This is an optimization exercise on Yosys and OpenROAD, whose aim is small area, not a production implementation. Function was checked by simulation only, so behaviour that the tests miss may differ from the original. No activity file was given, so power comes from the tool's default toggle rates.

===== design/flow/design.v =====
package gauss_pkg;
  typedef logic [8-1:0] pixel_t;
  typedef logic signed [18-1:0] coeff_t;
  typedef logic signed [8+18-1:0] product_t;
  typedef logic signed [48-1:0] sum_t;
endpackage
`timescale 1ns/100ps
module gauss_filter_top
(
  input  logic   clk,
  input  logic   rst,
  input  gauss_pkg::pixel_t pa,
  input  gauss_pkg::pixel_t pb,
  input  gauss_pkg::pixel_t pc,
  input  gauss_pkg::pixel_t pd,
  input  gauss_pkg::pixel_t pe,
  output gauss_pkg::pixel_t p_out
);
  logic rst_d;                              
  logic s0;
  logic c1;
  logic s2;
  logic c3;
  logic s4;
  logic c5;
  logic s6;
  logic c7;
  logic s8;
  logic c9;
  logic s10;
  logic c11;
  logic s12;
  logic c13;
  logic s14;
  logic c15;
  logic s16;
  logic c17;
  logic s18;
  logic c19;
  logic s20;
  logic c21;
  logic s22;
  logic c23;
  logic s24;
  logic c25;
  logic s26;
  logic c27;
  logic s28;
  logic c29;
  logic s30;
  logic c31;
  logic s32;
  logic c33;
  logic s34;
  logic c35;
  logic s36;
  logic c37;
  logic s38;
  logic c39;
  logic s40;
  logic c41;
  logic s42;
  logic c43;
  logic s44;
  logic c45;
  logic s46;
  logic c47;
  logic s48;
  logic c49;
  logic s50;
  logic c51;
  logic o52;
  logic o53;
  logic s54;
  logic c55;
  logic s56;
  logic c57;
  logic s58;
  logic c59;
  logic s60;
  logic c61;
  logic s62;
  logic c63;
  logic s64;
  logic c65;
  logic s66;
  logic c67;
  logic s68;
  logic c69;
  logic s70;
  logic c71;
  logic s72;
  logic c73;
  logic s74;
  logic c75;
  logic s76;
  logic c77;
  logic s78;
  logic c79;
  logic [12:0] xv0;
  logic [12:0] xv0_d;
  logic xv0_c9;
  logic s80;
  logic c81;
  logic s82;
  logic c83;
  logic s84;
  logic c85;
  logic s86;
  logic c87;
  logic s88;
  logic c89;
  logic s90;
  logic c91;
  logic s92;
  logic c93;
  logic s94;
  logic c95;
  logic [8:0] xb;
  logic [8:0] xb_d;
  logic [7:0] xc;
  logic [7:0] xc_d;
  logic [12:0] r1;
  logic [12:0] r1_d;
  logic r1_c9;
  logic s96;
  logic c97;
  logic s98;
  logic c99;
  logic s100;
  logic c101;
  logic s102;
  logic c103;
  logic s104;
  logic c105;
  logic s106;
  logic c107;
  logic s108;
  logic c109;
  logic s110;
  logic c111;
  logic s112;
  logic c113;
  logic s114;
  logic c115;
  logic s116;
  logic c117;
  logic s118;
  logic c119;
  logic s120;
  logic c121;
  logic s122;
  logic c123;
  logic s124;
  logic c125;
  logic s126;
  logic c127;
  logic s128;
  logic c129;
  logic s130;
  logic c131;
  logic s132;
  logic c133;
  logic s134;
  logic c135;
  logic s136;
  logic c137;
  logic s138;
  logic c139;
  logic s140;
  logic c141;
  logic s142;
  logic c143;
  logic s144;
  logic c145;
  logic [14:0] r2p;
  logic [14:0] r2p_d;
  logic r2p_c11;
  logic s146;
  logic c147;
  logic s148;
  logic c149;
  logic s150;
  logic c151;
  logic s152;
  logic c153;
  logic s154;
  logic c155;
  logic s156;
  logic c157;
  logic s158;
  logic c159;
  logic s160;
  logic c161;
  logic s162;
  logic c163;
  logic s164;
  logic c165;
  logic s166;
  logic c167;
  logic s168;
  logic c169;
  logic s170;
  logic c171;
  logic s172;
  logic c173;
  logic s174;
  logic c175;
  logic s176;
  logic c177;
  logic s178;
  logic c179;
  logic [10:0] r2q;
  logic [10:0] r2q_d;
  logic s180;
  logic c181;
  logic s182;
  logic c183;
  logic s184;
  logic c185;
  logic s186;
  logic c187;
  logic s188;
  logic c189;
  logic s190;
  logic c191;
  logic s192;
  logic c193;
  logic s194;
  logic c195;
  logic s196;
  logic c197;
  logic s198;
  logic c199;
  logic s200;
  logic c201;
  logic s202;
  logic c203;
  logic s204;
  logic c205;
  logic s206;
  logic c207;
  logic s208;
  logic c209;
  logic s210;
  logic c211;
  logic s212;
  logic c213;
  logic s214;
  logic c215;
  logic s216;
  logic c217;
  logic s218;
  logic c219;
  logic s220;
  logic c221;
  logic s222;
  logic c223;
  logic s224;
  logic c225;
  logic s226;
  logic c227;
  logic s228;
  logic c229;
  logic s230;
  logic c231;
  logic s232;
  logic c233;
  logic s234;
  logic c235;
  logic s236;
  logic c237;
  logic s238;
  logic c239;
  logic s240;
  logic c241;
  logic s242;
  logic c243;
  logic s244;
  logic c245;
  logic s246;
  logic c247;
  logic o248;
  logic o249;
  logic s250;
  logic c251;
  logic o252;
  logic o253;
  logic s254;
  logic c255;
  logic s256;
  logic c257;
  logic s258;
  logic c259;
  logic s260;
  logic c261;
  logic s262;
  logic c263;
  logic s264;
  logic c265;
  logic s266;
  logic c267;
  logic s268;
  logic c269;
  logic s270;
  logic c271;
  logic s272;
  logic c273;
  logic s274;
  logic c275;
  logic s276;
  logic c277;
  logic s278;
  logic c279;
  logic o280;
  logic o281;
  logic [15:0] r3p;
  logic [15:0] r3p_d;
  logic r3p_c12;
  logic s282;
  logic c283;
  logic s284;
  logic c285;
  logic s286;
  logic c287;
  logic s288;
  logic c289;
  logic s290;
  logic c291;
  logic s292;
  logic c293;
  logic s294;
  logic c295;
  logic s296;
  logic c297;
  logic s298;
  logic c299;
  logic s300;
  logic c301;
  logic s302;
  logic c303;
  logic s304;
  logic c305;
  logic s306;
  logic c307;
  logic s308;
  logic c309;
  logic s310;
  logic c311;
  logic s312;
  logic c313;
  logic s314;
  logic c315;
  logic s316;
  logic c317;
  logic s318;
  logic c319;
  logic s320;
  logic c321;
  logic s322;
  logic c323;
  logic s324;
  logic c325;
  logic s326;
  logic c327;
  logic s328;
  logic c329;
  logic s330;
  logic c331;
  logic s332;
  logic c333;
  logic s334;
  logic c335;
  logic n336;
  logic [12:0] r3q;
  logic [12:0] r3q_d;
  logic r3q_c11;
  logic s337;
  logic c338;
  logic s339;
  logic c340;
  logic s341;
  logic c342;
  logic s343;
  logic c344;
  logic s345;
  logic c346;
  logic s347;
  logic c348;
  logic s349;
  logic c350;
  logic s351;
  logic c352;
  logic s353;
  logic c354;
  logic s355;
  logic c356;
  logic s357;
  logic c358;
  logic s359;
  logic c360;
  logic s361;
  logic c362;
  logic o363;
  logic o364;
  logic s365;
  logic c366;
  logic s367;
  logic c368;
  logic s369;
  logic c370;
  logic s371;
  logic c372;
  logic s373;
  logic c374;
  logic s375;
  logic c376;
  logic s377;
  logic c378;
  logic s379;
  logic c380;
  logic s381;
  logic c382;
  logic s383;
  logic c384;
  logic s385;
  logic c386;
  logic s387;
  logic c388;
  logic [16:0] r4p;
  logic [16:0] r4p_d;
  logic r4p_c13;
  logic o389;
  logic o390;
  logic o391;
  logic o392;
  logic s393;
  logic c394;
  logic s395;
  logic c396;
  logic s397;
  logic c398;
  logic s399;
  logic c400;
  logic s401;
  logic c402;
  logic s403;
  logic c404;
  logic s405;
  logic c406;
  logic s407;
  logic c408;
  logic s409;
  logic c410;
  logic s411;
  logic c412;
  logic s413;
  logic c414;
  logic s415;
  logic c416;
  logic s417;
  logic c418;
  logic s419;
  logic c420;
  logic s421;
  logic c422;
  logic s423;
  logic c424;
  logic s425;
  logic c426;
  logic s427;
  logic c428;
  logic s429;
  logic c430;
  logic s431;
  logic c432;
  logic s433;
  logic c434;
  logic s435;
  logic c436;
  logic [7:0] r4q;
  logic [7:0] r4q_d;
  logic r4q_c5;
  logic s437;
  logic c438;
  logic o439;
  logic o440;
  logic s441;
  logic c442;
  logic s443;
  logic c444;
  logic s445;
  logic c446;
  logic s447;
  logic c448;
  logic s449;
  logic c450;
  logic s451;
  logic c452;
  logic s453;
  logic c454;
  logic s455;
  logic c456;
  logic s457;
  logic c458;
  logic s459;
  logic c460;
  logic s461;
  logic c462;
  logic s463;
  logic c464;
  logic s465;
  logic c466;
  logic s467;
  logic c468;
  logic s469;
  logic c470;
  logic s471;
  logic c472;
  logic o473;
  logic o474;
  logic s475;
  logic c476;
  logic s477;
  logic c478;
  logic s479;
  logic c480;
  logic s481;
  logic c482;
  logic s483;
  logic c484;
  logic s485;
  logic c486;
  logic s487;
  logic c488;
  logic s489;
  logic c490;
  logic s491;
  logic c492;
  logic o493;
  logic o494;
  logic s495;
  logic c496;
  logic s497;
  logic c498;
  logic s499;
  logic c500;
  logic s501;
  logic c502;
  logic s503;
  logic c504;
  logic o505;
  logic o506;
  logic s507;
  logic c508;
  logic s509;
  logic c510;
  logic s511;
  logic c512;
  logic s513;
  logic c514;
  logic s515;
  logic c516;
  logic s517;
  logic c518;
  logic s519;
  logic c520;
  logic s521;
  logic c522;
  logic s523;
  logic c524;
  logic s525;
  logic c526;
  logic s527;
  logic c528;
  logic s529;
  logic c530;
  logic o531;
  logic o532;
  logic x533;
  logic s534;
  logic c535;
  logic x536;
  logic s537;
  logic c538;
  logic x539;
  logic s540;
  logic c541;
  logic x542;
  logic s543;
  logic c544;
  logic p545;
  logic s546;
  logic c547;
  logic s548;
  logic c549;
  logic s550;
  logic c551;
  logic s552;
  logic c553;
  logic s554;
  logic c555;
  logic s556;
  logic c557;
  logic s558;
  logic c559;
  logic s560;
  logic c561;
  logic [7:0] f1;
  logic [7:0] f1_d;
  logic f1_c0;
  logic f1_g1;
  logic f1_p2;
  logic ci562;
  logic s563;
  logic c564;
  logic s565;
  logic c566;
  logic s567;
  logic c568;
  logic s569;
  logic c570;
  logic s571;
  logic c572;
  logic s573;
  logic c574;
  logic s575;
  logic c576;
  logic s577;
  logic c578;
  logic [7:0] res;
  gauss_fa u_s0 (.a(pa[0]), .b(pe[0]), .ci(~pc[0]), .s(s0), .co(c1));
  gauss_fa u_s2 (.a(pa[1]), .b(pe[1]), .ci(~pc[1]), .s(s2), .co(c3));
  gauss_fa u_s4 (.a(pa[2]), .b(pe[2]), .ci(pb[0]), .s(s4), .co(c5));
  gauss_fa u_s6 (.a(pd[0]), .b(~pc[2]), .ci(c3), .s(s6), .co(c7));
  gauss_fa u_s8 (.a(pa[3]), .b(pe[3]), .ci(pb[1]), .s(s8), .co(c9));
  gauss_fa u_s10 (.a(pd[1]), .b(pc[0]), .ci(~pc[3]), .s(s10), .co(c11));
  gauss_fa u_s12 (.a(c5), .b(s8), .ci(s10), .s(s12), .co(c13));
  gauss_fa u_s14 (.a(pa[4]), .b(pe[4]), .ci(pb[2]), .s(s14), .co(c15));
  gauss_fa u_s16 (.a(pd[2]), .b(pc[1]), .ci(~pc[4]), .s(s16), .co(c17));
  gauss_fa u_s18 (.a(c9), .b(c11), .ci(s14), .s(s18), .co(c19));
  gauss_fa u_s20 (.a(s16), .b(s18), .ci(c13), .s(s20), .co(c21));
  gauss_fa u_s22 (.a(pa[5]), .b(pe[5]), .ci(pb[3]), .s(s22), .co(c23));
  gauss_fa u_s24 (.a(pd[3]), .b(pc[2]), .ci(~pc[5]), .s(s24), .co(c25));
  gauss_fa u_s26 (.a(c15), .b(c17), .ci(s22), .s(s26), .co(c27));
  gauss_fa u_s28 (.a(s24), .b(c19), .ci(s26), .s(s28), .co(c29));
  gauss_fa u_s30 (.a(pa[6]), .b(pe[6]), .ci(pb[4]), .s(s30), .co(c31));
  gauss_fa u_s32 (.a(pd[4]), .b(pc[3]), .ci(~pc[6]), .s(s32), .co(c33));
  gauss_fa u_s34 (.a(c23), .b(c25), .ci(s30), .s(s34), .co(c35));
  gauss_fa u_s36 (.a(s32), .b(c27), .ci(s34), .s(s36), .co(c37));
  gauss_fa u_s38 (.a(pa[7]), .b(pe[7]), .ci(pb[5]), .s(s38), .co(c39));
  gauss_fa u_s40 (.a(pd[5]), .b(pc[4]), .ci(~pc[7]), .s(s40), .co(c41));
  gauss_fa u_s42 (.a(c31), .b(c33), .ci(s38), .s(s42), .co(c43));
  gauss_fa u_s44 (.a(s40), .b(c35), .ci(s42), .s(s44), .co(c45));
  gauss_fa u_s46 (.a(pb[6]), .b(pd[6]), .ci(pc[5]), .s(s46), .co(c47));
  gauss_fa u_s48 (.a(c39), .b(c41), .ci(s46), .s(s48), .co(c49));
  gauss_fa u_s50 (.a(c43), .b(s48), .ci(c45), .s(s50), .co(c51));
  gauss_xnor u_o52 (.a(pb[7]), .b(pd[7]), .o(o52));
  gauss_or u_o53 (.a(pb[7]), .b(pd[7]), .o(o53));
  gauss_fa u_s54 (.a(pc[6]), .b(o52), .ci(c47), .s(s54), .co(c55));
  gauss_fa u_s56 (.a(c49), .b(s54), .ci(c51), .s(s56), .co(c57));
  gauss_fa u_s58 (.a(pc[7]), .b(o53), .ci(c55), .s(s58), .co(c59));
  gauss_ha u_s60 (.a(c1), .b(s2), .s(s60), .co(c61));
  gauss_fa u_s62 (.a(s4), .b(s6), .ci(c61), .s(s62), .co(c63));
  gauss_fa u_s64 (.a(c7), .b(s12), .ci(c63), .s(s64), .co(c65));
  gauss_ha u_s66 (.a(s20), .b(c65), .s(s66), .co(c67));
  gauss_fa u_s68 (.a(c21), .b(s28), .ci(c67), .s(s68), .co(c69));
  gauss_fa u_s70 (.a(c29), .b(s36), .ci(c69), .s(s70), .co(c71));
  gauss_fa u_s72 (.a(c37), .b(s44), .ci(c71), .s(s72), .co(c73));
  gauss_ha u_s74 (.a(s50), .b(c73), .s(s74), .co(c75));
  gauss_ha u_s76 (.a(c57), .b(s58), .s(s76), .co(c77));
  gauss_ha u_s78 (.a(c59), .b(c77), .s(s78), .co(c79));
  assign xv0_d[0] = s0;
  assign xv0_d[1] = s60;
  assign xv0_d[2] = s62;
  assign xv0_d[3] = s64;
  assign xv0_d[4] = s66;
  assign xv0_d[5] = s68;
  assign xv0_d[6] = s70;
  assign xv0_d[7] = s72;
  assign xv0_d[8] = s74;
  assign xv0_d[9] = s56;
  assign xv0_d[10] = s76;
  assign xv0_d[11] = s78;
  assign xv0_d[12] = c79;
  gauss_ha u_s80 (.a(pb[0]), .b(pd[0]), .s(s80), .co(c81));
  gauss_fa u_s82 (.a(pb[1]), .b(pd[1]), .ci(c81), .s(s82), .co(c83));
  gauss_fa u_s84 (.a(pb[2]), .b(pd[2]), .ci(c83), .s(s84), .co(c85));
  gauss_fa u_s86 (.a(pb[3]), .b(pd[3]), .ci(c85), .s(s86), .co(c87));
  gauss_fa u_s88 (.a(pb[4]), .b(pd[4]), .ci(c87), .s(s88), .co(c89));
  gauss_fa u_s90 (.a(pb[5]), .b(pd[5]), .ci(c89), .s(s90), .co(c91));
  gauss_fa u_s92 (.a(pb[6]), .b(pd[6]), .ci(c91), .s(s92), .co(c93));
  gauss_fa u_s94 (.a(pb[7]), .b(pd[7]), .ci(c93), .s(s94), .co(c95));
  assign xb_d[0] = s80;
  assign xb_d[1] = s82;
  assign xb_d[2] = s84;
  assign xb_d[3] = s86;
  assign xb_d[4] = s88;
  assign xb_d[5] = s90;
  assign xb_d[6] = s92;
  assign xb_d[7] = s94;
  assign xb_d[8] = c95;
  assign xc_d[0] = pc[0];
  assign xc_d[1] = pc[1];
  assign xc_d[2] = pc[2];
  assign xc_d[3] = pc[3];
  assign xc_d[4] = pc[4];
  assign xc_d[5] = pc[5];
  assign xc_d[6] = pc[6];
  assign xc_d[7] = pc[7];
  assign r1_d[0] = xv0[0];
  assign r1_d[1] = xv0[1];
  assign r1_d[2] = xv0[2];
  assign r1_d[3] = xv0[3];
  assign r1_d[4] = xv0[4];
  assign r1_d[5] = xv0[5];
  assign r1_d[6] = xv0[6];
  assign r1_d[7] = xv0[7];
  assign r1_d[8] = xv0[8];
  assign r1_d[9] = xv0[9];
  assign r1_d[10] = xv0[10];
  assign r1_d[11] = xv0[11];
  assign r1_d[12] = xv0[12];
  gauss_fa u_s96 (.a(r1[2]), .b(xv0[0]), .ci(~xc[1]), .s(s96), .co(c97));
  gauss_fa u_s98 (.a(r1[3]), .b(xv0[1]), .ci(~xc[2]), .s(s98), .co(c99));
  gauss_fa u_s100 (.a(r1[4]), .b(xv0[2]), .ci(~xc[3]), .s(s100), .co(c101));
  gauss_fa u_s102 (.a(r1[5]), .b(xv0[3]), .ci(~xc[4]), .s(s102), .co(c103));
  gauss_fa u_s104 (.a(r1[6]), .b(xv0[4]), .ci(~xc[5]), .s(s104), .co(c105));
  gauss_fa u_s106 (.a(r1[7]), .b(xv0[5]), .ci(~xc[6]), .s(s106), .co(c107));
  gauss_fa u_s108 (.a(r1[8]), .b(xv0[6]), .ci(~xc[7]), .s(s108), .co(c109));
  gauss_fa u_s110 (.a(r1[9]), .b(r1_c9), .ci(xv0[7]), .s(s110), .co(c111));
  gauss_fa u_s112 (.a(r1[10]), .b(xv0[8]), .ci(c111), .s(s112), .co(c113));
  gauss_fa u_s114 (.a(r1[11]), .b(xv0[9]), .ci(xv0_c9), .s(s114), .co(c115));
  gauss_fa u_s116 (.a(r1[12]), .b(xv0[10]), .ci(c115), .s(s116), .co(c117));
  gauss_ha u_s118 (.a(r1[1]), .b(~xc[0]), .s(s118), .co(c119));
  gauss_ha u_s120 (.a(s96), .b(c119), .s(s120), .co(c121));
  gauss_fa u_s122 (.a(c97), .b(s98), .ci(c121), .s(s122), .co(c123));
  gauss_fa u_s124 (.a(c99), .b(s100), .ci(c123), .s(s124), .co(c125));
  gauss_fa u_s126 (.a(c101), .b(s102), .ci(c125), .s(s126), .co(c127));
  gauss_fa u_s128 (.a(c103), .b(s104), .ci(c127), .s(s128), .co(c129));
  gauss_fa u_s130 (.a(c105), .b(s106), .ci(c129), .s(s130), .co(c131));
  gauss_fa u_s132 (.a(c107), .b(s108), .ci(c131), .s(s132), .co(c133));
  gauss_fa u_s134 (.a(c109), .b(s110), .ci(c133), .s(s134), .co(c135));
  gauss_ha u_s136 (.a(s112), .b(c135), .s(s136), .co(c137));
  gauss_ha u_s138 (.a(c113), .b(s114), .s(s138), .co(c139));
  gauss_ha u_s140 (.a(s116), .b(c139), .s(s140), .co(c141));
  gauss_fa u_s142 (.a(xv0[11]), .b(c117), .ci(c141), .s(s142), .co(c143));
  assign s144 = xv0[12] ^ c143;
  assign r2p_d[0] = r1[0];
  assign r2p_d[1] = s118;
  assign r2p_d[2] = s120;
  assign r2p_d[3] = s122;
  assign r2p_d[4] = s124;
  assign r2p_d[5] = s126;
  assign r2p_d[6] = s128;
  assign r2p_d[7] = s130;
  assign r2p_d[8] = s132;
  assign r2p_d[9] = s134;
  assign r2p_d[10] = s136;
  assign r2p_d[11] = s138;
  assign r2p_d[12] = s140;
  assign r2p_d[13] = s142;
  assign r2p_d[14] = s144;
  gauss_fa u_s146 (.a(xb[2]), .b(xc[0]), .ci(~xc[2]), .s(s146), .co(c147));
  gauss_fa u_s148 (.a(xb[3]), .b(xc[1]), .ci(~xc[3]), .s(s148), .co(c149));
  gauss_fa u_s150 (.a(xb[4]), .b(xc[2]), .ci(~xc[4]), .s(s150), .co(c151));
  gauss_fa u_s152 (.a(xb[5]), .b(xc[3]), .ci(~xc[5]), .s(s152), .co(c153));
  gauss_fa u_s154 (.a(xb[6]), .b(xc[4]), .ci(~xc[6]), .s(s154), .co(c155));
  gauss_fa u_s156 (.a(xb[7]), .b(xc[5]), .ci(~xc[7]), .s(s156), .co(c157));
  gauss_fa u_s158 (.a(xb[8]), .b(xc[6]), .ci(c157), .s(s158), .co(c159));
  gauss_ha u_s160 (.a(xb[0]), .b(~xc[0]), .s(s160), .co(c161));
  gauss_fa u_s162 (.a(xb[1]), .b(~xc[1]), .ci(c161), .s(s162), .co(c163));
  gauss_ha u_s164 (.a(s146), .b(c163), .s(s164), .co(c165));
  gauss_fa u_s166 (.a(c147), .b(s148), .ci(c165), .s(s166), .co(c167));
  gauss_fa u_s168 (.a(c149), .b(s150), .ci(c167), .s(s168), .co(c169));
  gauss_fa u_s170 (.a(c151), .b(s152), .ci(c169), .s(s170), .co(c171));
  gauss_fa u_s172 (.a(c153), .b(s154), .ci(c171), .s(s172), .co(c173));
  gauss_fa u_s174 (.a(c155), .b(s156), .ci(c173), .s(s174), .co(c175));
  gauss_ha u_s176 (.a(s158), .b(c175), .s(s176), .co(c177));
  gauss_fa u_s178 (.a(xc[7]), .b(c159), .ci(c177), .s(s178), .co(c179));
  assign r2q_d[0] = s160;
  assign r2q_d[1] = s162;
  assign r2q_d[2] = s164;
  assign r2q_d[3] = s166;
  assign r2q_d[4] = s168;
  assign r2q_d[5] = s170;
  assign r2q_d[6] = s172;
  assign r2q_d[7] = s174;
  assign r2q_d[8] = s176;
  assign r2q_d[9] = s178;
  assign r2q_d[10] = c179;
  gauss_fa u_s180 (.a(r2p[1]), .b(~xv0[1]), .ci(~xb[0]), .s(s180), .co(c181));
  gauss_fa u_s182 (.a(r2p[2]), .b(~xv0[2]), .ci(~xb[1]), .s(s182), .co(c183));
  gauss_fa u_s184 (.a(r2p[3]), .b(xv0[0]), .ci(~xv0[3]), .s(s184), .co(c185));
  gauss_fa u_s186 (.a(~xb[2]), .b(~xc[0]), .ci(c183), .s(s186), .co(c187));
  gauss_fa u_s188 (.a(r2p[4]), .b(xv0[1]), .ci(~xv0[4]), .s(s188), .co(c189));
  gauss_fa u_s190 (.a(~xb[3]), .b(~xc[1]), .ci(c185), .s(s190), .co(c191));
  gauss_fa u_s192 (.a(s188), .b(c187), .ci(s190), .s(s192), .co(c193));
  gauss_fa u_s194 (.a(r2p[5]), .b(xv0[2]), .ci(~xv0[5]), .s(s194), .co(c195));
  gauss_fa u_s196 (.a(~xb[4]), .b(~xc[2]), .ci(c189), .s(s196), .co(c197));
  gauss_fa u_s198 (.a(s194), .b(c191), .ci(s196), .s(s198), .co(c199));
  gauss_fa u_s200 (.a(r2p[6]), .b(xv0[3]), .ci(~xv0[6]), .s(s200), .co(c201));
  gauss_fa u_s202 (.a(~xb[5]), .b(~xc[3]), .ci(c195), .s(s202), .co(c203));
  gauss_fa u_s204 (.a(s200), .b(c197), .ci(s202), .s(s204), .co(c205));
  gauss_fa u_s206 (.a(r2p[7]), .b(xv0[4]), .ci(~xv0[7]), .s(s206), .co(c207));
  gauss_fa u_s208 (.a(~xb[6]), .b(~xc[4]), .ci(c201), .s(s208), .co(c209));
  gauss_fa u_s210 (.a(s206), .b(c203), .ci(s208), .s(s210), .co(c211));
  gauss_fa u_s212 (.a(r2p[8]), .b(xv0[5]), .ci(~xv0[8]), .s(s212), .co(c213));
  gauss_fa u_s214 (.a(~xb[7]), .b(~xc[5]), .ci(c207), .s(s214), .co(c215));
  gauss_fa u_s216 (.a(s212), .b(c209), .ci(s214), .s(s216), .co(c217));
  gauss_fa u_s218 (.a(r2p[9]), .b(xv0[6]), .ci(~xv0[9]), .s(s218), .co(c219));
  gauss_fa u_s220 (.a(~xv0_c9), .b(~xb[8]), .ci(~xc[6]), .s(s220), .co(c221));
  gauss_fa u_s222 (.a(c213), .b(s218), .ci(s220), .s(s222), .co(c223));
  gauss_fa u_s224 (.a(c215), .b(s222), .ci(c217), .s(s224), .co(c225));
  gauss_fa u_s226 (.a(r2p[10]), .b(xv0[7]), .ci(~xv0[10]), .s(s226), .co(c227));
  gauss_fa u_s228 (.a(~xc[7]), .b(c219), .ci(c221), .s(s228), .co(c229));
  gauss_fa u_s230 (.a(s226), .b(c223), .ci(s228), .s(s230), .co(c231));
  gauss_fa u_s232 (.a(r2p[11]), .b(r2p_c11), .ci(xv0[8]), .s(s232), .co(c233));
  gauss_fa u_s234 (.a(~xv0[11]), .b(c227), .ci(s232), .s(s234), .co(c235));
  gauss_fa u_s236 (.a(c229), .b(s234), .ci(c231), .s(s236), .co(c237));
  gauss_fa u_s238 (.a(r2p[12]), .b(xv0[9]), .ci(xv0_c9), .s(s238), .co(c239));
  gauss_fa u_s240 (.a(~xv0[12]), .b(c233), .ci(s238), .s(s240), .co(c241));
  gauss_fa u_s242 (.a(c235), .b(s240), .ci(c237), .s(s242), .co(c243));
  gauss_fa u_s244 (.a(r2p[13]), .b(xv0[10]), .ci(c239), .s(s244), .co(c245));
  gauss_fa u_s246 (.a(c241), .b(s244), .ci(c243), .s(s246), .co(c247));
  gauss_xnor u_o248 (.a(r2p[14]), .b(xv0[11]), .o(o248));
  gauss_or u_o249 (.a(r2p[14]), .b(xv0[11]), .o(o249));
  gauss_fa u_s250 (.a(o248), .b(c245), .ci(c247), .s(s250), .co(c251));
  gauss_xnor u_o252 (.a(xv0[12]), .b(o249), .o(o252));
  gauss_or u_o253 (.a(xv0[12]), .b(o249), .o(o253));
  gauss_ha u_s254 (.a(r2p[0]), .b(~xv0[0]), .s(s254), .co(c255));
  gauss_ha u_s256 (.a(s180), .b(c255), .s(s256), .co(c257));
  gauss_fa u_s258 (.a(c181), .b(s182), .ci(c257), .s(s258), .co(c259));
  gauss_fa u_s260 (.a(s184), .b(s186), .ci(c259), .s(s260), .co(c261));
  gauss_ha u_s262 (.a(s192), .b(c261), .s(s262), .co(c263));
  gauss_fa u_s264 (.a(c193), .b(s198), .ci(c263), .s(s264), .co(c265));
  gauss_fa u_s266 (.a(c199), .b(s204), .ci(c265), .s(s266), .co(c267));
  gauss_fa u_s268 (.a(c205), .b(s210), .ci(c267), .s(s268), .co(c269));
  gauss_fa u_s270 (.a(c211), .b(s216), .ci(c269), .s(s270), .co(c271));
  gauss_ha u_s272 (.a(s224), .b(c271), .s(s272), .co(c273));
  gauss_fa u_s274 (.a(c225), .b(s230), .ci(c273), .s(s274), .co(c275));
  gauss_ha u_s276 (.a(s236), .b(c275), .s(s276), .co(c277));
  gauss_ha u_s278 (.a(c251), .b(o252), .s(s278), .co(c279));
  assign r3p_d[0] = s254;
  assign r3p_d[1] = s256;
  assign r3p_d[2] = s258;
  assign r3p_d[3] = s260;
  assign r3p_d[4] = s262;
  assign r3p_d[5] = s264;
  assign r3p_d[6] = s266;
  assign r3p_d[7] = s268;
  assign r3p_d[8] = s270;
  assign r3p_d[9] = s272;
  assign r3p_d[10] = s274;
  assign r3p_d[11] = s276;
  assign r3p_d[12] = s242;
  assign r3p_d[13] = s246;
  assign r3p_d[14] = s250;
  assign r3p_d[15] = s278;
  gauss_fa u_s282 (.a(r2q[2]), .b(xb[0]), .ci(xc[0]), .s(s282), .co(c283));
  gauss_fa u_s284 (.a(r2q[3]), .b(xb[1]), .ci(xc[1]), .s(s284), .co(c285));
  gauss_fa u_s286 (.a(~xb[3]), .b(c283), .ci(s284), .s(s286), .co(c287));
  gauss_fa u_s288 (.a(r2q[4]), .b(xb[2]), .ci(xc[2]), .s(s288), .co(c289));
  gauss_fa u_s290 (.a(~xb[4]), .b(c285), .ci(s288), .s(s290), .co(c291));
  gauss_fa u_s292 (.a(r2q[5]), .b(xb[3]), .ci(xc[3]), .s(s292), .co(c293));
  gauss_fa u_s294 (.a(~xb[5]), .b(c289), .ci(s292), .s(s294), .co(c295));
  gauss_fa u_s296 (.a(r2q[6]), .b(xb[4]), .ci(xc[4]), .s(s296), .co(c297));
  gauss_fa u_s298 (.a(~xb[6]), .b(c293), .ci(s296), .s(s298), .co(c299));
  gauss_fa u_s300 (.a(r2q[7]), .b(xb[5]), .ci(xc[5]), .s(s300), .co(c301));
  gauss_fa u_s302 (.a(~xb[7]), .b(c297), .ci(s300), .s(s302), .co(c303));
  gauss_fa u_s304 (.a(r2q[8]), .b(xb[6]), .ci(xc[6]), .s(s304), .co(c305));
  gauss_fa u_s306 (.a(~xb[8]), .b(c301), .ci(s304), .s(s306), .co(c307));
  gauss_fa u_s308 (.a(r2q[9]), .b(xb[7]), .ci(xc[7]), .s(s308), .co(c309));
  gauss_fa u_s310 (.a(c305), .b(s308), .ci(c307), .s(s310), .co(c311));
  gauss_fa u_s312 (.a(r2q[10]), .b(xb[8]), .ci(c309), .s(s312), .co(c313));
  gauss_ha u_s314 (.a(r2q[0]), .b(~xb[0]), .s(s314), .co(c315));
  gauss_fa u_s316 (.a(r2q[1]), .b(~xb[1]), .ci(c315), .s(s316), .co(c317));
  gauss_fa u_s318 (.a(~xb[2]), .b(s282), .ci(c317), .s(s318), .co(c319));
  gauss_ha u_s320 (.a(s286), .b(c319), .s(s320), .co(c321));
  gauss_fa u_s322 (.a(c287), .b(s290), .ci(c321), .s(s322), .co(c323));
  gauss_fa u_s324 (.a(c291), .b(s294), .ci(c323), .s(s324), .co(c325));
  gauss_fa u_s326 (.a(c295), .b(s298), .ci(c325), .s(s326), .co(c327));
  gauss_fa u_s328 (.a(c299), .b(s302), .ci(c327), .s(s328), .co(c329));
  gauss_fa u_s330 (.a(c303), .b(s306), .ci(c329), .s(s330), .co(c331));
  gauss_ha u_s332 (.a(s310), .b(c331), .s(s332), .co(c333));
  gauss_fa u_s334 (.a(c311), .b(s312), .ci(c333), .s(s334), .co(c335));
  assign n336 = ~c313;
  assign r3q_d[0] = s314;
  assign r3q_d[1] = s316;
  assign r3q_d[2] = s318;
  assign r3q_d[3] = s320;
  assign r3q_d[4] = s322;
  assign r3q_d[5] = s324;
  assign r3q_d[6] = s326;
  assign r3q_d[7] = s328;
  assign r3q_d[8] = s330;
  assign r3q_d[9] = s332;
  assign r3q_d[10] = s334;
  assign r3q_d[11] = n336;
  assign r3q_d[12] = c313;
  gauss_fa u_s337 (.a(r3p[2]), .b(xv0[0]), .ci(~xc[1]), .s(s337), .co(c338));
  gauss_fa u_s339 (.a(r3p[3]), .b(xv0[1]), .ci(~xc[2]), .s(s339), .co(c340));
  gauss_fa u_s341 (.a(r3p[4]), .b(xv0[2]), .ci(~xc[3]), .s(s341), .co(c342));
  gauss_fa u_s343 (.a(r3p[5]), .b(xv0[3]), .ci(~xc[4]), .s(s343), .co(c344));
  gauss_fa u_s345 (.a(r3p[6]), .b(xv0[4]), .ci(~xc[5]), .s(s345), .co(c346));
  gauss_fa u_s347 (.a(r3p[7]), .b(xv0[5]), .ci(~xc[6]), .s(s347), .co(c348));
  gauss_fa u_s349 (.a(r3p[8]), .b(xv0[6]), .ci(~xc[7]), .s(s349), .co(c350));
  gauss_fa u_s351 (.a(r3p[9]), .b(xv0[7]), .ci(c350), .s(s351), .co(c352));
  gauss_fa u_s353 (.a(r3p[10]), .b(xv0[8]), .ci(c352), .s(s353), .co(c354));
  gauss_fa u_s355 (.a(r3p[11]), .b(xv0[9]), .ci(xv0_c9), .s(s355), .co(c356));
  gauss_fa u_s357 (.a(r3p[12]), .b(r3p_c12), .ci(xv0[10]), .s(s357), .co(c358));
  gauss_fa u_s359 (.a(r3p[13]), .b(xv0[11]), .ci(c358), .s(s359), .co(c360));
  gauss_fa u_s361 (.a(r3p[14]), .b(xv0[12]), .ci(c360), .s(s361), .co(c362));
  gauss_xnor u_o363 (.a(r3p[15]), .b(c362), .o(o363));
  gauss_or u_o364 (.a(r3p[15]), .b(c362), .o(o364));
  gauss_ha u_s365 (.a(r3p[1]), .b(~xc[0]), .s(s365), .co(c366));
  gauss_ha u_s367 (.a(s337), .b(c366), .s(s367), .co(c368));
  gauss_fa u_s369 (.a(c338), .b(s339), .ci(c368), .s(s369), .co(c370));
  gauss_fa u_s371 (.a(c340), .b(s341), .ci(c370), .s(s371), .co(c372));
  gauss_fa u_s373 (.a(c342), .b(s343), .ci(c372), .s(s373), .co(c374));
  gauss_fa u_s375 (.a(c344), .b(s345), .ci(c374), .s(s375), .co(c376));
  gauss_fa u_s377 (.a(c346), .b(s347), .ci(c376), .s(s377), .co(c378));
  gauss_fa u_s379 (.a(c348), .b(s349), .ci(c378), .s(s379), .co(c380));
  gauss_ha u_s381 (.a(s351), .b(c380), .s(s381), .co(c382));
  gauss_ha u_s383 (.a(s353), .b(c382), .s(s383), .co(c384));
  gauss_fa u_s385 (.a(c354), .b(s355), .ci(c384), .s(s385), .co(c386));
  gauss_fa u_s387 (.a(c356), .b(s357), .ci(c386), .s(s387), .co(c388));
  assign r4p_d[0] = r3p[0];
  assign r4p_d[1] = s365;
  assign r4p_d[2] = s367;
  assign r4p_d[3] = s369;
  assign r4p_d[4] = s371;
  assign r4p_d[5] = s373;
  assign r4p_d[6] = s375;
  assign r4p_d[7] = s377;
  assign r4p_d[8] = s379;
  assign r4p_d[9] = s381;
  assign r4p_d[10] = s383;
  assign r4p_d[11] = s385;
  assign r4p_d[12] = s387;
  assign r4p_d[13] = s359;
  assign r4p_d[14] = s361;
  assign r4p_d[15] = o363;
  assign r4p_d[16] = o364;
  gauss_xnor u_o389 (.a(r3q[0]), .b(xb[0]), .o(o389));
  gauss_or u_o390 (.a(r3q[0]), .b(xb[0]), .o(o390));
  gauss_xnor u_o391 (.a(r3q[1]), .b(xb[1]), .o(o391));
  gauss_or u_o392 (.a(r3q[1]), .b(xb[1]), .o(o392));
  gauss_fa u_s393 (.a(~xc[1]), .b(o391), .ci(o390), .s(s393), .co(c394));
  gauss_fa u_s395 (.a(r3q[2]), .b(o392), .ci(s146), .s(s395), .co(c396));
  gauss_fa u_s397 (.a(r3q[3]), .b(c147), .ci(s148), .s(s397), .co(c398));
  gauss_fa u_s399 (.a(r3q[4]), .b(c149), .ci(s150), .s(s399), .co(c400));
  gauss_fa u_s401 (.a(r3q[5]), .b(c151), .ci(s152), .s(s401), .co(c402));
  gauss_fa u_s403 (.a(r3q[6]), .b(c153), .ci(s154), .s(s403), .co(c404));
  gauss_fa u_s405 (.a(r3q[7]), .b(c155), .ci(s156), .s(s405), .co(c406));
  gauss_fa u_s407 (.a(r3q[8]), .b(s158), .ci(c406), .s(s407), .co(c408));
  gauss_fa u_s409 (.a(r3q[9]), .b(xc[7]), .ci(c159), .s(s409), .co(c410));
  assign c412 = ~xc[0] & o389;
  assign c414 = s393 & c412;
  gauss_maj u_s415 (.a(c394), .b(s395), .ci(c414), .o(c416));
  gauss_maj u_s417 (.a(c396), .b(s397), .ci(c416), .o(c418));
  gauss_maj u_s419 (.a(c398), .b(s399), .ci(c418), .o(c420));
  gauss_fa u_s421 (.a(c400), .b(s401), .ci(c420), .s(s421), .co(c422));
  gauss_fa u_s423 (.a(c402), .b(s403), .ci(c422), .s(s423), .co(c424));
  gauss_fa u_s425 (.a(c404), .b(s405), .ci(c424), .s(s425), .co(c426));
  gauss_ha u_s427 (.a(s407), .b(c426), .s(s427), .co(c428));
  gauss_fa u_s429 (.a(c408), .b(s409), .ci(c428), .s(s429), .co(c430));
  gauss_ha u_s431 (.a(r3q[10]), .b(c410), .s(s431), .co(c432));
  gauss_fa u_s433 (.a(r3q[11]), .b(r3q_c11), .ci(c432), .s(s433), .co(c434));
  assign s435 = r3q[12] ^ c434;
  assign r4q_d[0] = s421;
  assign r4q_d[1] = s423;
  assign r4q_d[2] = s425;
  assign r4q_d[3] = s427;
  assign r4q_d[4] = s429;
  assign r4q_d[5] = s431;
  assign r4q_d[6] = s433;
  assign r4q_d[7] = s435;
  gauss_maj u_s437 (.a(r4q[0]), .b(~r4p[0]), .ci(~xv0[0]), .o(c438));
  gauss_xnor u_o439 (.a(r4q[1]), .b(~r4p[1]), .o(o439));
  gauss_or u_o440 (.a(r4q[1]), .b(~r4p[1]), .o(o440));
  gauss_maj u_s441 (.a(~xv0[1]), .b(o439), .ci(c438), .o(c442));
  gauss_fa u_s443 (.a(r4q[2]), .b(~r4p[2]), .ci(~xv0[2]), .s(s443), .co(c444));
  gauss_maj u_s445 (.a(o440), .b(s443), .ci(c442), .o(c446));
  gauss_fa u_s447 (.a(r4q[3]), .b(~r4p[3]), .ci(~xv0[3]), .s(s447), .co(c448));
  gauss_maj u_s449 (.a(c444), .b(s447), .ci(c446), .o(c450));
  gauss_fa u_s451 (.a(r4p[0]), .b(xv0[0]), .ci(r4q[4]), .s(s451), .co(c452));
  gauss_fa u_s453 (.a(~r4p[4]), .b(~xv0[4]), .ci(s451), .s(s453), .co(c454));
  gauss_maj u_s455 (.a(c448), .b(s453), .ci(c450), .o(c456));
  gauss_fa u_s457 (.a(r4p[1]), .b(xv0[1]), .ci(r4q[5]), .s(s457), .co(c458));
  gauss_fa u_s459 (.a(r4q_c5), .b(~r4p[5]), .ci(~xv0[5]), .s(s459), .co(c460));
  gauss_fa u_s461 (.a(c452), .b(s457), .ci(s459), .s(s461), .co(c462));
  gauss_maj u_s463 (.a(c454), .b(s461), .ci(c456), .o(c464));
  gauss_fa u_s465 (.a(r4p[2]), .b(xv0[2]), .ci(r4q[6]), .s(s465), .co(c466));
  gauss_fa u_s467 (.a(~r4p[6]), .b(~xv0[6]), .ci(c458), .s(s467), .co(c468));
  gauss_fa u_s469 (.a(s465), .b(c460), .ci(s467), .s(s469), .co(c470));
  gauss_maj u_s471 (.a(c462), .b(s469), .ci(c464), .o(c472));
  gauss_xnor u_o473 (.a(r4p[3]), .b(xv0[3]), .o(o473));
  gauss_or u_o474 (.a(r4p[3]), .b(xv0[3]), .o(o474));
  gauss_fa u_s475 (.a(r4q[7]), .b(~r4p[7]), .ci(~xv0[7]), .s(s475), .co(c476));
  gauss_fa u_s477 (.a(o473), .b(c466), .ci(s475), .s(s477), .co(c478));
  gauss_fa u_s479 (.a(c468), .b(s477), .ci(c470), .s(s479), .co(c480));
  gauss_fa u_s481 (.a(r4p[4]), .b(xv0[4]), .ci(~r4p[8]), .s(s481), .co(c482));
  gauss_fa u_s483 (.a(~xv0[8]), .b(o474), .ci(c476), .s(s483), .co(c484));
  gauss_fa u_s485 (.a(s481), .b(c478), .ci(s483), .s(s485), .co(c486));
  gauss_fa u_s487 (.a(r4p[5]), .b(xv0[5]), .ci(~r4p[9]), .s(s487), .co(c488));
  gauss_fa u_s489 (.a(~xv0[9]), .b(~xv0_c9), .ci(c482), .s(s489), .co(c490));
  gauss_fa u_s491 (.a(s487), .b(c484), .ci(s489), .s(s491), .co(c492));
  gauss_xnor u_o493 (.a(r4p[6]), .b(xv0[6]), .o(o493));
  gauss_or u_o494 (.a(r4p[6]), .b(xv0[6]), .o(o494));
  gauss_fa u_s495 (.a(~r4p[10]), .b(~xv0[10]), .ci(o493), .s(s495), .co(c496));
  gauss_fa u_s497 (.a(c488), .b(s495), .ci(c490), .s(s497), .co(c498));
  gauss_fa u_s499 (.a(r4p[7]), .b(xv0[7]), .ci(~r4p[11]), .s(s499), .co(c500));
  gauss_fa u_s501 (.a(~xv0[11]), .b(o494), .ci(s499), .s(s501), .co(c502));
  gauss_fa u_s503 (.a(c496), .b(s501), .ci(c498), .s(s503), .co(c504));
  gauss_xnor u_o505 (.a(r4p[8]), .b(xv0[8]), .o(o505));
  gauss_or u_o506 (.a(r4p[8]), .b(xv0[8]), .o(o506));
  gauss_fa u_s507 (.a(~r4p[12]), .b(~xv0[12]), .ci(o505), .s(s507), .co(c508));
  gauss_fa u_s509 (.a(c500), .b(s507), .ci(c502), .s(s509), .co(c510));
  gauss_fa u_s511 (.a(r4p[9]), .b(xv0[9]), .ci(xv0_c9), .s(s511), .co(c512));
  gauss_fa u_s513 (.a(~r4p[13]), .b(~r4p_c13), .ci(o506), .s(s513), .co(c514));
  gauss_fa u_s515 (.a(s511), .b(c508), .ci(s513), .s(s515), .co(c516));
  gauss_fa u_s517 (.a(r4p[10]), .b(xv0[10]), .ci(~r4p[14]), .s(s517), .co(c518));
  gauss_fa u_s519 (.a(c512), .b(s517), .ci(c514), .s(s519), .co(c520));
  gauss_fa u_s521 (.a(r4p[11]), .b(xv0[11]), .ci(~r4p[15]), .s(s521), .co(c522));
  gauss_fa u_s523 (.a(c518), .b(s521), .ci(c520), .s(s523), .co(c524));
  gauss_fa u_s525 (.a(r4p[12]), .b(xv0[12]), .ci(~r4p[16]), .s(s525), .co(c526));
  gauss_fa u_s527 (.a(c522), .b(s525), .ci(c524), .s(s527), .co(c528));
  gauss_fa u_s529 (.a(r4p[13]), .b(r4p_c13), .ci(c526), .s(s529), .co(c530));
  gauss_xnor u_o531 (.a(r4p[14]), .b(c530), .o(o531));
  gauss_or u_o532 (.a(r4p[14]), .b(c530), .o(o532));
  assign x533 = c472 ^ s479;
  assign c535 = c472 & s479;
  assign x536 = c480 ^ s485;
  gauss_maj u_s537 (.a(c480), .b(s485), .ci(c535), .o(c538));
  assign x539 = c486 ^ s491;
  gauss_maj u_s540 (.a(c486), .b(s491), .ci(c538), .o(c541));
  assign x542 = c492 ^ s497;
  gauss_maj u_s543 (.a(c492), .b(s497), .ci(c541), .o(c544));
  assign p545 = s503;
  gauss_ha u_s546 (.a(c504), .b(s509), .s(s546), .co(c547));
  gauss_fa u_s548 (.a(c510), .b(s515), .ci(c547), .s(s548), .co(c549));
  gauss_fa u_s550 (.a(c516), .b(s519), .ci(c549), .s(s550), .co(c551));
  gauss_ha u_s552 (.a(s523), .b(c551), .s(s552), .co(c553));
  gauss_ha u_s554 (.a(s527), .b(c553), .s(s554), .co(c555));
  gauss_fa u_s556 (.a(c528), .b(s529), .ci(c555), .s(s556), .co(c557));
  gauss_ha u_s558 (.a(o531), .b(c557), .s(s558), .co(c559));
  gauss_fa u_s560 (.a(r4p[15]), .b(o532), .ci(c559), .s(s560), .co(c561));
  assign f1_d[0] = s546;
  assign f1_d[1] = s548;
  assign f1_d[2] = s550;
  assign f1_d[3] = s552;
  assign f1_d[4] = s554;
  assign f1_d[5] = s556;
  assign f1_d[6] = s558;
  assign f1_d[7] = s560;
  assign ci562 = (f1_g1 | (f1_p2 & f1_c0));
  gauss_ha u_s563 (.a(f1[0]), .b(ci562), .s(s563), .co(c564));
  gauss_ha u_s565 (.a(f1[1]), .b(c564), .s(s565), .co(c566));
  gauss_ha u_s567 (.a(f1[2]), .b(c566), .s(s567), .co(c568));
  gauss_ha u_s569 (.a(f1[3]), .b(c568), .s(s569), .co(c570));
  gauss_ha u_s571 (.a(f1[4]), .b(c570), .s(s571), .co(c572));
  gauss_ha u_s573 (.a(f1[5]), .b(c572), .s(s573), .co(c574));
  gauss_ha u_s575 (.a(f1[6]), .b(c574), .s(s575), .co(c576));
  assign s577 = f1[7] ^ c576;
  assign res[0] = s563;
  assign res[1] = s565;
  assign res[2] = s567;
  assign res[3] = s569;
  assign res[4] = s571;
  assign res[5] = s573;
  assign res[6] = s575;
  assign res[7] = s577;
  always_ff @(posedge clk) begin
    if (rst) begin
      xv0 <= 13'd767;
      xv0_c9 <= 1'd0;
      xb <= 9'd0;
      xc <= 8'd0;
      r3p <= 16'd5095;
      r3p_c12 <= 1'd0;
    end else begin
      xv0 <= xv0_d;
      xv0_c9 <= c75;
      xb <= xb_d;
      xc <= xc_d;
      r3p <= r3p_d;
      r3p_c12 <= c277;
    end
  end
  always_ff @(posedge clk) begin
    if (rst | rst_d) begin
      r2p <= 15'd4345;
      r2p_c11 <= 1'd0;
      r3q <= 13'd2814;
      r3q_c11 <= 1'd0;
    end else begin
      r2p <= r2p_d;
      r2p_c11 <= c137;
      r3q <= r3q_d;
      r3q_c11 <= c335;
    end
  end
  always_ff @(posedge clk) begin
    r1 <= r1_d;
    r1_c9 <= xv0_c9;
    r2q <= r2q_d;
    r4p <= r4p_d;
    r4p_c13 <= c388;
    r4q <= r4q_d;
    r4q_c5 <= c430;
    f1 <= f1_d;
    f1_c0 <= c544;
    f1_g1 <= 1'b0;
    f1_p2 <= p545;
  end
  always_ff @(posedge clk) begin
    rst_d <= rst;
  end
  localparam int ODLY = 20;
  logic [7:0] dly [ODLY+1];
  always_ff @(posedge clk) begin
    dly[0] <= res;
    for (int i = 1; i <= ODLY; i++) begin
      dly[i] <= dly[i-1];
    end
  end
  logic [4:0] since_rst;
  always_ff @(posedge clk) begin
    if (rst) begin
      since_rst <= '0;
    end else if (since_rst != 5'd23) begin
      since_rst <= since_rst + 5'd1;
    end
  end
  assign p_out = (since_rst == 5'd23) ? dly[ODLY] : '0;
endmodule
module gauss_fa (input logic a, b, ci, output logic s, co);
  assign s  = a ^ b ^ ci;
  assign co = (a & b) | (a & ci) | (b & ci);
endmodule
module gauss_ha (input logic a, b, output logic s, co);
  assign s  = a ^ b;
  assign co = a & b;
endmodule
module gauss_maj (input logic a, b, ci, output logic o);
  assign o = (a & b) | (a & ci) | (b & ci);
endmodule
module gauss_xnor (input logic a, b, output logic o);
  assign o = ~(a ^ b);
endmodule
module gauss_or (input logic a, b, output logic o);
  assign o = a | b;
endmodule

===== design/flow/config.mk =====
export PLATFORM = sky130hd
export DESIGN_NAME = gauss_filter_top
export DESIGN_NICKNAME = gauss_filter_top
export VERILOG_FILES = /design/flow/design.v
export SDC_FILE = /design/flow/constraint.sdc
export NUM_CORES = 4
export LEC_CHECK = 0
export CAP_MARGIN = 20
export CORE_MARGIN = 2
export CORE_UTILIZATION = 70
export CTS_BUF_LIST = sky130_fd_sc_hd__clkbuf_8
export CTS_CLUSTER_DIAMETER = 60
export CTS_CLUSTER_SIZE = 16
export GPL_TIMING_DRIVEN = 0
export PLACE_DENSITY = 0.8
export SLEW_MARGIN = 20
export SYNTH_HIERARCHICAL = 1

===== design/flow/flow/run.sh =====
#!/bin/bash
cp standard.sh standard_copy.txt
export BUFFER_PORTS_ARGS="-buffer_cell sky130_fd_sc_hd__buf_1"
export CTS_ARGS="-sink_clustering_enable -repair_clock_nets -dont_use_dummy_load -buf_list sky130_fd_sc_hd__clkbuf_8 -sink_clustering_size 16 -sink_clustering_max_diameter 60"
export RECOVER_POWER=50
bash standard.sh finish > standard_flow.log 2>&1

===== design/flow/constraint.sdc =====
create_clock -name core_clock -period 5.0 [get_ports {clk}]
set_input_delay 1.0000 -clock core_clock [delete_from_list [all_inputs] [get_ports {clk}]]
set_output_delay 1.0000 -clock core_clock [all_outputs]
set_load 0.01 [all_outputs]

===== design/flow/standard.sh =====
#!/bin/bash
# synth_recipe.tcl (not shown) runs the flow's synth.tcl, then flattens the netlist and writes it again
# the make line also repeats each setting of config.mk as NAME=value (left out here)
make -C /OpenROAD-flow-scripts/flow DESIGN_CONFIG=/design/flow/config.mk WORK_HOME=/design/flow/orfs CLKGATE_MAP_FILE= SYNTH_SCRIPT=/design/flow/synth_recipe.tcl "${@:-finish}"

==> flow_summary.json, run 1 <==
{
  "finalSetupViolCount": 0,
  "relSlewSlack_pct": 51.5,
  "num_rows": 48,
  "critPathKind": "register to register",
  "worst_pin_slew_ns": 0.727,
  "final_area_um2": 13200,
  "yosysTopAreaCell": "dfxtp_1",
  "synth_fp_nets": 1076,
  "final_nets": 1153,
  "cts_hold_buf": 0,
  "hold_viol_final": 0,
  "cts.sinks": 314,
  "cts_tree": "yes",
  "async_flop_share_pct": 0,
  "rr_endpoint": "r3p[11]",
  "drt_iter0_drc": 186,
  "synth.avg_cell_area_um2": 15.9,
  "dpl_cell_area_um2": 12800,
  "final_layout_size_suffix_gt1_share_pct": 8.44,
  "grt.overflow.total": 0,
  "synth_seq_cells": 314,
  "worst_hold_slack_ns": 0.308,
  "insertion_delay_ns": 0.55,
  "ant_nets": 0,
  "path_cells": "inv_1 > fa_1 > fa_1 > fa_1 > ha_1 > fa_1 > fa_1 > fa_1 > fa_1 > ha_1 > fa_1 > ha_1 > nor2b_1",
  "preCtsSetupSlack_ns": -0.0911,
  "n_antenna_cell": 0,
  "cp-end-kind": "register",
  "cpMostUsedCell": "fa_1",
  "drt-vias-per-instance": 5.03,
  "num_io_pins": 50,
  "stdcell_count": 1078,
  "status": "timing/DRC/antenna clean",
  "skew_ns": 0.0507,
  "fmax_ghz": 0.207,
  "die_h_um": 137,
  "min_path_type": "register to register",
  "grt_max_degree": 17,
  "track_usage_pct": 23.4,
  "synth_area_leaders": "dfxtp_1 51%, fa_1 35%, ha_1 4.2%",
  "power_density_nw_per_um2": 743,
  "worstSetupEndpoint": "r3p[11]",
  "syn_area_um2": 12300,
  "cts-root-to-sink-buffers": 3,
  "fin_crit_ns": 4.83,
  "rsz0062_at_grt": "no",
  "synth-edff-count": 0,
  "hold_depth": 0,
  "root_buffer": "clkbuf_8",
  "synth_top_cells_by_count": "314 x dfxtp_1, 215 x fa_1, 58 x inv_1",
  "fin_util_pct": 76.4,
  "critical_path.n_buffers_inverters": 1,
  "core_area_um2": 17200,
  "cts-buffers-inserted": 23,
  "crit_cells": 13,
  "synth_cell_types": 25,
  "critical-path-top-delay-family": "adder cells",
  "synth_top_area_share_pct": 51.0,
  "r2r_cells": 13,
  "peakVddDrop_mv": 0.822,
  "wire_per_inst_um": 17.3,
  "cp_max_fo": 6,
  "crit_start": "xv0[2]",
  "port_buffers": 49,
  "yosys_warnings": 8,
  "timing.setup.tns_ns": 0,
  "wl_um": 18600,
  "htree_levels": 1,
  "syn2layout_area_growth_pct": 6.73,
  "max_stage_delay_ns": 0.48,
  "cp.required_ns": 5.39,
  "dp_cells": 1052,
  "cap_violations": 0,
  "drc": 0,
  "crit_arrival_ns": 5.21,
  "yosysSeqAreaShare_pct": 51.0,
  "grt_pass1_vias": 6655,
  "post-route-worst-setup-slack_ns": 0.172,
  "die-area_um2": 18700,
  "post-route-period-util_pct": 96.6,
  "first_pass_iters": 4,
  "syn_inst": 778,
  "start_kind": "register",
  "yosysMostFrequentCell": "dfxtp_1",
  "start_util_pct": 71.6,
  "place_congestion": 0.823,
  "critPathSlowestCell": "dfxtp_2",
  "antenna_found_initial": 0,
  "p_total_mw": 9.79,
  "r2r_slack_ns": 0.17,
  "via_count": 5421,
  "r2r_start": "xv0[2]",
  "slew_violations": 0,
  "grt_pass1_wl_um": 32800,
  "die_x_um": 137,
  "synthFlopType": "dfxtp_1",
  "leakage_nw": 5.36,
  "clk_pin_slew_ns": 0.11,
  "dp_hpwl_um": 15100
}
[layer usage]
layer,up-vias,global-route usage (%),wire length (um)
met5,-,0,0
met4,0,5.56,400
met3,31,4.07,683
met2,84,41.4,9770
met1,2804,30.4,7780
li1,2502,-,-
[where the power goes]
part           leakage [nW]  internal [mW]  switching [mW]
Clock                 0.165          0.414           0.703
Combinational          2.56           2.33            2.10
Sequential             2.63           3.73           0.513
[cells by family (layout without fill, tap and decap cells)]
logic type,count (synthesis),after routing,share of synthesized area [%]
adders and majority gates,269,269,40.2
xor gates and xnor gates,17,17,1.27
AOI/OAI and AO/OA,2,2,0.112
buffers and inverters,68,143,2.15
DFF,314,314,51.0
muxes,1,1,0.0811
and+or+nand+nor,107,107,5.20
[Yosys stat by module, one instance, submodules excluded]
module            times used  cell area (um^2)  flops+latches
gauss_filter_top           1              7230            314
gauss_xnor                11              8.76              0
gauss_maj                 13              11.3              0
gauss_ha                  40              12.5              0
gauss_fa                 215              20.0              0
gauss_or                  10              6.26              0
[layout by cell type, fill, tap and decap left out, types with 4 or more instances in the layout]
cell type / netlist / final
dfxtp_2: 0 / 4
clkbuf_1: 7 / 7
ha_1: 41 / 41
nor2b_1: 22 / 22
nor2_1: 12 / 12
or2_2: 18 / 18
or3_1: 15 / 15
inv_1: 58 / 57
xnor2_1: 12 / 12
clkbuf_8: 0 / 23
xor2_1: 4 / 4
fa_1: 215 / 214
dfxtp_4: 0 / 4
maj3_2: 13 / 13
dfxtp_1: 314 / 306
buf_1: 0 / 49
or2_1: 10 / 10
and2_1: 23 / 23
[area by class of cell]
cell class	instances	area, um^2
sequential	314	6310
multi-input combinational	396	5790
buffer	10	47.5
fill	1056	4070
tap	225	282
inverter	58	221
timing repair buffer	52	206
clock buffer	23	317
[flip-flops by register name, summed over array words and instances, names as in the netlist, 11 cells and up]
signal,flops
r2q,11
r3p,16
xv0,13
r2p,15
dly,168
r4p,17
r1,13
r3q,13
[how the worst min path moves through the flow]
stage,slack (ns),to,startpoint
finish,0.31,dly[9][3],dly[8][3]
global route,0.31,dly[9][3],dly[8][3]
global placement,0.31,dly[6][3],dly[5][3]
floorplan,0.31,dly[10][0],dly[9][0]
detailed placement,0.31,dly[15][4],dly[14][4]
CTS,0.30,dly[9][3],dly[8][3]
[repair_timing]
item / in CTS / in global routing
gates resized for setup: 6 / 8
buffers inserted: 1 / 2
endpoints found under the setup margin: 4 / 3
==> run 2, diff against run 1 <==
==> design/flow/flow/run.sh (replaced) <==
#!/bin/bash
cp standard.sh standard_copy.txt
export BUFFER_PORTS_ARGS="-buffer_cell sky130_fd_sc_hd__buf_1"
export CTS_ARGS="-sink_clustering_enable -repair_clock_nets -dont_use_dummy_load -buf_list sky130_fd_sc_hd__clkbuf_8 -sink_clustering_size 16 -sink_clustering_max_diameter 60"
bash standard.sh finish > standard_flow.log 2>&1
--- a/design/flow/config.mk
+++ b/design/flow/config.mk
@@ -11,6 +11,7 @@
 export CTS_BUF_LIST = sky130_fd_sc_hd__clkbuf_8
 export CTS_CLUSTER_DIAMETER = 60
 export CTS_CLUSTER_SIZE = 16
+export GPL_ROUTABILITY_DRIVEN = 0
 export GPL_TIMING_DRIVEN = 0
 export PLACE_DENSITY = 0.8
 export SLEW_MARGIN = 20
==> run 2 against run 1 <==
Against the previous run:
- register-to-register slack about the same
- critical path depth unchanged
- clock power about the same
- utilization unchanged
- area after synthesis unchanged
- synthesized cell count unchanged
- sequential share of layout area unchanged
- critical path type unchanged
==> flow_summary.json, run 2 <==
{
  "grt_pass1_vias": 6655,
  "p_sw_mw": 3.31,
  "grt.overflow.total": 0,
  "skew_ns": 0.0507,
  "fin_crit_ns": 4.83,
  "peakVddDrop_mv": 0.822,
  "via_count": 5421,
  "dp_hpwl_um": 15100,
  "cap_violations": 0,
  "largest_reg_flops": 168,
  "power_density_nw_per_um2": 743,
  "synthFlopType": "dfxtp_1",
  "clk_pin_slew_ns": 0.11,
  "slew_violations": 0,
  "post-route-period-util_pct": 96.6,
  "rsz0062_at_grt": "no",
  "seqPwrFrac_pct": 43.3,
  "clkPwrFrac_pct": 11.4,
  "grt_pass1_wl_um": 32800,
  "yosysSeqAreaShare_pct": 51.0,
  "path_cells": "inv_1 > fa_1 > fa_1 > fa_1 > ha_1 > fa_1 > fa_1 > fa_1 > fa_1 > ha_1 > fa_1 > ha_1 > nor2b_1",
  "min_path_type": "register to register",
  "dpl_cell_area_um2": 12800,
  "preCtsSetupSlack_ns": -0.0911,
  "post-route-worst-setup-slack_ns": 0.172,
  "drt_iter0_drc": 186,
  "synth-edff-count": 0,
  "antenna_found_initial": 0,
  "cts_hold_buf": 0,
  "final_layout_size_suffix_gt1_share_pct": 8.44,
  "synthSimpleGateAreaFrac_pct": 5.20,
  "critPathKind": "register to register",
  "wire_per_inst_um": 17.3,
  "syn_area_um2": 12300,
  "synth-compound-area-share_pct": 0.112,
  "fin_util_pct": 76.4,
  "start_util_pct": 71.6,
  "cp_max_fo": 6,
  "yosysTopAreaCell": "dfxtp_1",
  "final_nets": 1153,
  "layout.cells.most_common": "dfxtp_1",
  "synth_top_area_share_pct": 51.0,
  "status": "timing/DRC/antenna clean",
  "track_usage_pct": 23.4,
  "grt_max_degree": 17,
  "syn2layout_area_growth_pct": 6.73,
  "synth_top_cells_by_count": "314 x dfxtp_1, 215 x fa_1, 58 x inv_1",
  "internal-power_mw": 6.47,
  "fmax_ghz": 0.207,
  "syn_inst": 778,
  "num_io_pins": 50,
  "critical-path-top-delay-family": "adder cells",
  "largestRegisters": "dly: 168 flops, r4p: 17 flops, r3p: 16 flops",
  "cpMostUsedCell": "fa_1",
  "layout_common_cells": "306 x dfxtp_1, 214 x fa_1, 57 x inv_1",
  "drc": 0,
  "synthAdderAreaFrac_pct": 40.2,
  "start_kind": "register",
  "critPathSlowestCell": "dfxtp_2",
  "die_h_um": 137,
  "core_area_um2": 17200,
  "synthMuxAreaShare_pct": 0.0811,
  "critical_path.n_buffers_inverters": 1,
  "max_stage_delay_ns": 0.48,
  "n_antenna_cell": 0,
  "synth.avg_cell_area_um2": 15.9,
  "htree_levels": 1,
  "cts.sinks": 314,
  "crit_arrival_ns": 5.21,
  "die_x_um": 137,
  "cts-buffers-inserted": 23,
  "leakage_nw": 5.36,
  "hold_viol_final": 0,
  "synth_fp_nets": 1076,
  "synth_area_leaders": "dfxtp_1 51%, fa_1 35%, ha_1 4.2%",
  "port_buffers": 49,
  "ant_nets": 0,
  "cp.required_ns": 5.39,
  "power_frac_comb_pct": 45.3,
  "finalSetupViolCount": 0,
  "worst_pin_slew_ns": 0.727,
  "fill_cells": 1056,
  "synth_seq_cells": 314,
  "cts-root-to-sink-buffers": 3,
  "die-area_um2": 18700,
  "drt-vias-per-instance": 5.03,
  "top_register": "dly",
  "synth_cell_types": 25,
  "async_flop_share_pct": 0,
  "wl_um": 18600,
  "cts_tree": "yes",
  "insertion_delay_ns": 0.55,
  "synth_xor_area_share_pct": 1.27,
  "synth_top_family_by_area": "adder cells",
  "yosysMostFrequentCell": "dfxtp_1",
  "relSlewSlack_pct": 51.5,
  "yosys_warnings": 8,
  "final_area_um2": 13200,
  "swShare_pct": 33.9,
  "first_pass_iters": 4,
  "root_buffer": "clkbuf_8",
  "cp-end-kind": "register",
  "num_rows": 48
}
run 2: cell counts in the layout (fill, tap and decap cells not counted):
No cell type changed its count.
run 2: final timing paths:
path	slack, ns	end	cells after the start	from
min reg2reg	0.31	dly[9][3]	0	dly[8][3]
max reg2reg	0.17	r3p[11]	13	xv0[2]
min	0.31	dly[9][3]	0	dly[8][3]
max	0.17	r3p[11]	13	xv0[2]
run 2: what timing repair did:
| item | CTS | global route |
|---|---|---|
| gates resized for setup | 6 | 8 |
| gates cloned | 0 | 0 |
| hold endpoints to repair | 0 | 0 |
| endpoints found under the setup margin | 4 | 3 |
| setup buffers | 1 | 2 |
run 2: cell families (layout without fill, tap and decap cells):
family                     after synthesis  after routing
DFF                                    314            314
adders and majority gates              269            269
and+or+nand+nor                        107            107
buffers and inverters                   68            143
xor gates and xnor gates                17             17
AOI/OAI and AO/OA                        2              2
muxes                                    1              1
run 2: layer usage:
layer | GRT usage, % | part of all wire, % | vias to the layer above
li1 | - | - | 2502
met1 | 30.4 | 42 | 2804
met2 | 41.4 | 52 | 84
met3 | 4.07 | 3.7 | 31
met4 | 5.56 | 2.1 | 0
met5 | 0 | 0 | -
run 2: layout make-up:
cell class | count | area [um^2] | share of cell area [%]
plain buffers | 10 | 47.5 | 0.361
clock buffers | 23 | 317 | 2.40
inverters | 58 | 221 | 1.68
multi-input cells | 396 | 5790 | 44.0
flip-flops and latches | 314 | 6310 | 47.9
well taps | 225 | 282 | 2.14
repair buffers | 52 | 206 | 1.57
run 2: worst register-to-register path: stages, from the launching register on:
cell,delay [ns]
dfxtp_2,0.48
inv_1,0.14
fa_1,0.42
fa_1,0.40
fa_1,0.47
ha_1,0.23
fa_1,0.38
fa_1,0.39
fa_1,0.39
fa_1,0.38
ha_1,0.21
fa_1,0.37
ha_1,0.28
nor2b_1,0.13
run 2: metrics by stage:
step | total power, mW | cells | hold WS, ns | setup TNS [ns]
global route | 11.0 | 1078 | 0.313 | 0
finish | 9.79 | 1078 | 0.308 | 0
detailed placement | 8.82 | 1052 | 0.312 | -0.136
CTS | 10.0 | 1076 | 0.299 | 0
floorplan | 7.61 | 778 | 0.310 | 0
global placement | 8.59 | 1052 | 0.309 | -0.0738
run 2: power groups by stage:
stage / Clock (mW) / Combinational [mW] / Sequential, mW
2_1_floorplan: 0 / 3.49 / 4.12
3_3_place_gp: 0 / 4.32 / 4.27
3_5_place_dp: 0 / 4.50 / 4.33
4_1_cts: 1.16 / 4.57 / 4.28
5_1_grt: 1.25 / 5.37 / 4.38
6_report: 1.12 / 4.43 / 4.24
run 2: per-module statistics from Yosys, one instance, submodules excluded:
module	copies in the design	area [um^2]	flip-flops and latches	cells
gauss_ha	40	12.5	0	1
gauss_or	10	6.26	0	1
gauss_fa	215	20.0	0	1
gauss_xnor	11	8.76	0	1
gauss_filter_top	1	7230	314	489
gauss_maj	13	11.3	0	1

## port drivers added, routing unchanged
How much do the figures lean on ideal ports? The routed layouts below were timed once more, with nothing changed but the port constraints.
Step 1 assumes that a clkbuf_16 drives the clock port and a buf_2 every other input.
Step 2 adds t to the input delays and takes it off the output delays; t is the mean of the earliest and latest rising clock arrival at the registers after step 1. Input paths then give back, and output paths get back, about the clock's delay inside the block.
a / b / c = no drivers / after step 1 / after step 2; a / b = the first two.
run	shift t [ns]	setup slack, ns	worst hold slack (ns)
run 1	0.566	0.172 / 0.172 / 0.103	0.308 / 0.308 / 0.308
run 2	0.566	0.172 / 0.172 / 0.103	0.308 / 0.308 / 0.308
After both steps every run listed still meets setup and hold.
